This is an optimization exercise on Yosys and OpenROAD, whose aim is small area, not a production implementation.
Function was checked by simulation only, so behaviour that the tests miss may differ from the original.
Power is estimated from default activity; no workload was simulated. No driver is modelled on the clock port, so clocking that relies on it looks cheaper here than on a real chip.

Setup of alpha:
==> flow/design.v (excerpt) <==
module adxl_top
(
    input  logic                   CLK,
    input  logic                   RESET,
    input  logic [31:0]            wdata,
    input  logic [3:0]             wstrb,
    input  logic [adxl_pkg::WORD_ADDR_W-1:0] waddr,
    input  logic                   wvalid,
    input  logic [adxl_pkg::WORD_ADDR_W-1:0] raddr,
    output logic [31:0]            rdata,
    input  logic [6:0]             i2c_address,
    input  logic                   interval_enable,
    input  logic [31:0]            request_interval,
    input  logic                   single_request,
    output logic                   single_request_complete,
    output logic [7:0]             m_tdata,
    output logic [7:0]             m_tuser,
    output logic                   m_tvalid,
    output logic                   m_tlast,
    input  logic                   m_tready,
    input  logic [7:0]             s_tdata,
    input  logic                   s_tvalid,
    input  logic                   s_tlast
);
    logic [4:0] rd_addr;
    logic [7:0] rd_data;
    logic       any_dirty;
    logic       dirty_at;
    logic       clr;
    logic [1:0] wbeat;
    logic [4:0] wd1;
    logic [7:0] wd2;
    logic       push;
    logic       full;
    logic       arm;
    logic       armed;
    adxl_reg_shadow u_reg_shadow (
        .CLK       (CLK),
        .RESET     (RESET),
        .wdata     (wdata),
        .wstrb     (wstrb),
        .waddr     (waddr),
        .wvalid    (wvalid),
        .rd_addr   (rd_addr),
        .clr       (clr),
        .rd_data   (rd_data),
        .any_dirty (any_dirty),
        .dirty_at  (dirty_at)
    );
    adxl_cmd_sequencer u_cmd_sequencer (
        .CLK                     (CLK),
        .RESET                   (RESET),
        .any_dirty               (any_dirty),
        .dirty_at                (dirty_at),
        .rd_data                 (rd_data),
        .rd_addr                 (rd_addr),
        .clr                     (clr),
        .interval_enable         (interval_enable),
        .request_interval        (request_interval),
        .single_request          (single_request),
  ...
For scale: ~150 I/O pins, roughly 35000 um^2 of cells after synthesis.
clock: 10.0 ns
lec_check: 0
cap_margin: 0
core_margin: 2
core_utilization: 75
slew_margin: 0
standard.sh (not shown) runs the stock make flow with config.mk's settings and CLKGATE_MAP_FILE= SYNTH_SCRIPT=/design/flow/synth_recipe.tcl, a recipe that flattens the netlist after the stock synthesis.
==> flow/flow/run.sh <==
#!/bin/bash
# The standard layout (standard.sh), with these changes:
#  - synthesis maps the logic with ABC using an area-oriented script (flow/abc_area_map.script)
#    in place of ORFS's abc_speed.script; the rest of synthesis, and so every register, is
#    unchanged. ORFS's scripts are copied to scripts_area/ with only that file replaced.
#  - ports are buffered with the smallest buffer;
#  - clock tree synthesis clusters more sinks per leaf buffer and adds no dummy loads.
set -euo pipefail
export BUFFER_PORTS_ARGS="-buffer_cell sky130_fd_sc_hd__buf_1"
export CTS_ARGS="-sink_clustering_enable -repair_clock_nets -dont_use_dummy_load -sink_clustering_size 30 -sink_clustering_max_diameter 100 -buf_list sky130_fd_sc_hd__clkbuf_16"
rm -rf scripts_area
cp -r "$FLOW_HOME/scripts" scripts_area
cp flow/abc_area_map.script scripts_area/abc_speed.script
sed "s#^make -C #make SCRIPTS_DIR=$PWD/scripts_area -C #" standard.sh > standard_area.sh
grep -q "SCRIPTS_DIR=$PWD/scripts_area" standard_area.sh
bash standard_area.sh > standard_flow.log 2>&1
==> flow/flow/abc_area_map.script <==
&get -n
&st
&dch
&nf -R 1000 -p
&st
&syn2
&dch
&nf -R 1000 -p
&st
&dch -f
&nf -R 1000 -p
&put
topo
stime -c
dnsize -c
&get -n
&st
&dch -f
&nf -R 1000 -p
&put
topo
stime -c
dnsize -c
alpha | status: complete | timing, DRC, antenna: pass
Setup changes, alpha to beta
Settings: a change of CORE_UTILIZATION from 75 to 70.
diff --git a/flow/flow/run.sh b/flow/flow/run.sh
--- a/flow/flow/run.sh
+++ b/flow/flow/run.sh
@@ -10 +10 @@
-export CTS_ARGS="-sink_clustering_enable -repair_clock_nets -dont_use_dummy_load -sink_clustering_size 30 -sink_clustering_max_diameter 100 -buf_list sky130_fd_sc_hd__clkbuf_16"
+export CTS_ARGS="-sink_clustering_enable -repair_clock_nets -dont_use_dummy_load -sink_clustering_size 30 -sink_clustering_max_diameter 80 -buf_list sky130_fd_sc_hd__clkbuf_16"
Findings:
Setup slack: beta less than alpha. Compare beta and alpha | global-route usage lower: beta. Data arrival time at the worst-slack endpoint for beta: 0.02 ns up relative to alpha. Combined area of the multi-input logic cells: alpha vs beta — no meaningful difference. Per the comparison of beta with alpha, combinational share of power comparable, routed wire length on met3 lower.

========
Another version of the RTL of adxl_top (not shown whole).
For scale: about 960 flip-flops, about 150 I/O pins, ~37000 µm² of cells after synthesis.
export LEC_CHECK = 0
export CAP_MARGIN = 0
export CORE_MARGIN = 2
export CORE_UTILIZATION = 70
export SLEW_MARGIN = 0
create_clock -name core_clock -period 10.0 [get_ports {CLK}]
==> flow/flow/run.sh <==
#!/bin/bash
# The standard layout, with two changes: ports are buffered with the smallest buffer,
# and clock tree synthesis clusters more sinks per leaf buffer and adds no dummy loads.
set -euo pipefail
export BUFFER_PORTS_ARGS="-buffer_cell sky130_fd_sc_hd__buf_1"
export CTS_ARGS="-sink_clustering_enable -repair_clock_nets -dont_use_dummy_load -sink_clustering_size 25 -sink_clustering_max_diameter 60 -buf_list sky130_fd_sc_hd__clkbuf_16"
bash standard.sh > standard_flow.log 2>&1
The starting point finished with timing, DRC and antenna clean.
Edit:
==> flow/flow/run.sh (replaced) <==
#!/bin/bash
# The standard layout (standard.sh), with these changes:
#  - synthesis maps the logic with ABC using an area-oriented script (flow/abc_area_map.script)
#    in place of ORFS's abc_speed.script; the rest of synthesis, and so every register, is
#    unchanged. ORFS's scripts are copied to scripts_area/ with only that file replaced.
#  - ports are buffered with the smallest buffer;
#  - clock tree synthesis clusters more sinks per leaf buffer and adds no dummy loads;
#  - power recovery (downsizing where slack allows) runs at global routing.
set -euo pipefail
export BUFFER_PORTS_ARGS="-buffer_cell sky130_fd_sc_hd__buf_1"
export CTS_ARGS="-sink_clustering_enable -repair_clock_nets -dont_use_dummy_load -sink_clustering_size 25 -sink_clustering_max_diameter 60 -buf_list sky130_fd_sc_hd__clkbuf_16"
export RECOVER_POWER=100
rm -rf scripts_area
cp -r "$FLOW_HOME/scripts" scripts_area
cp flow/abc_area_map.script scripts_area/abc_speed.script
sed "s#^make -C #make SCRIPTS_DIR=$PWD/scripts_area -C #" standard.sh > standard_area.sh
grep -q "SCRIPTS_DIR=$PWD/scripts_area" standard_area.sh
bash standard_area.sh > standard_flow.log 2>&1
==> flow/flow/abc_area_map.script (new file) <==
&get -n
&st
&dch
&nf -R 1000 -p
&st
&syn2
&dch
&nf -R 1000 -p
&st
&dch -f
&nf -R 1000 -p
&st
&syn2
&dch
&nf -R 1000 -p
&st
&dch -f
&nf -R 1000 -p
&put
topo
stime -c
dnsize -c
What happened: With this change the flow reached the layout checks and failed them: max-capacitance violations, max-slew violations. Area after synthesis fell by 4.1%. Routed wire length went down by 1.0%. Design area fell by 2.7%. Non-clock buffer count drops by 11. Via count decreases by 3.2%. Power is lower by 2.1%. Clock-buffer cell count climbs by 1. Die area went down by 4.0%. Combinational power shrinks by about 20%. Worst setup slack gets worse by 1.1 ns.

## static timing again, ports no longer ideal
No port has a modelled driver above. Below, the same layouts with a new extraction and two added sets of constraints. Step 1 sets driving cells, clkbuf_16 on the clock port and buf_2 on the other inputs (assumed; they add their load-dependent delay and slew). Step 2 moves the port delays by t, midway between the first and last clock arrival at a register: inputs arrive t later, outputs are due t later. That takes back most of the time a late clock gives input paths. Slacks: ideal / step 1 / step 2; pairs: ideal / step 1.
run	t (ns)	setup WS [ns]	worst setup path at the end	latest minus earliest clock arrival (ns)
alpha	0.651	2.898 / 2.898 / 2.898	register to register	0.044 / 0.044
beta	0.662	2.862 / 2.862 / 2.862	register to register	0.056 / 0.056
the first run of note 2	0.668	4.315 / 4.254 / 4.922	register to output	0.043 / 0.044
the second run of note 2	0.679	3.195 / 3.130 / 3.809	register to output	0.060 / 0.060
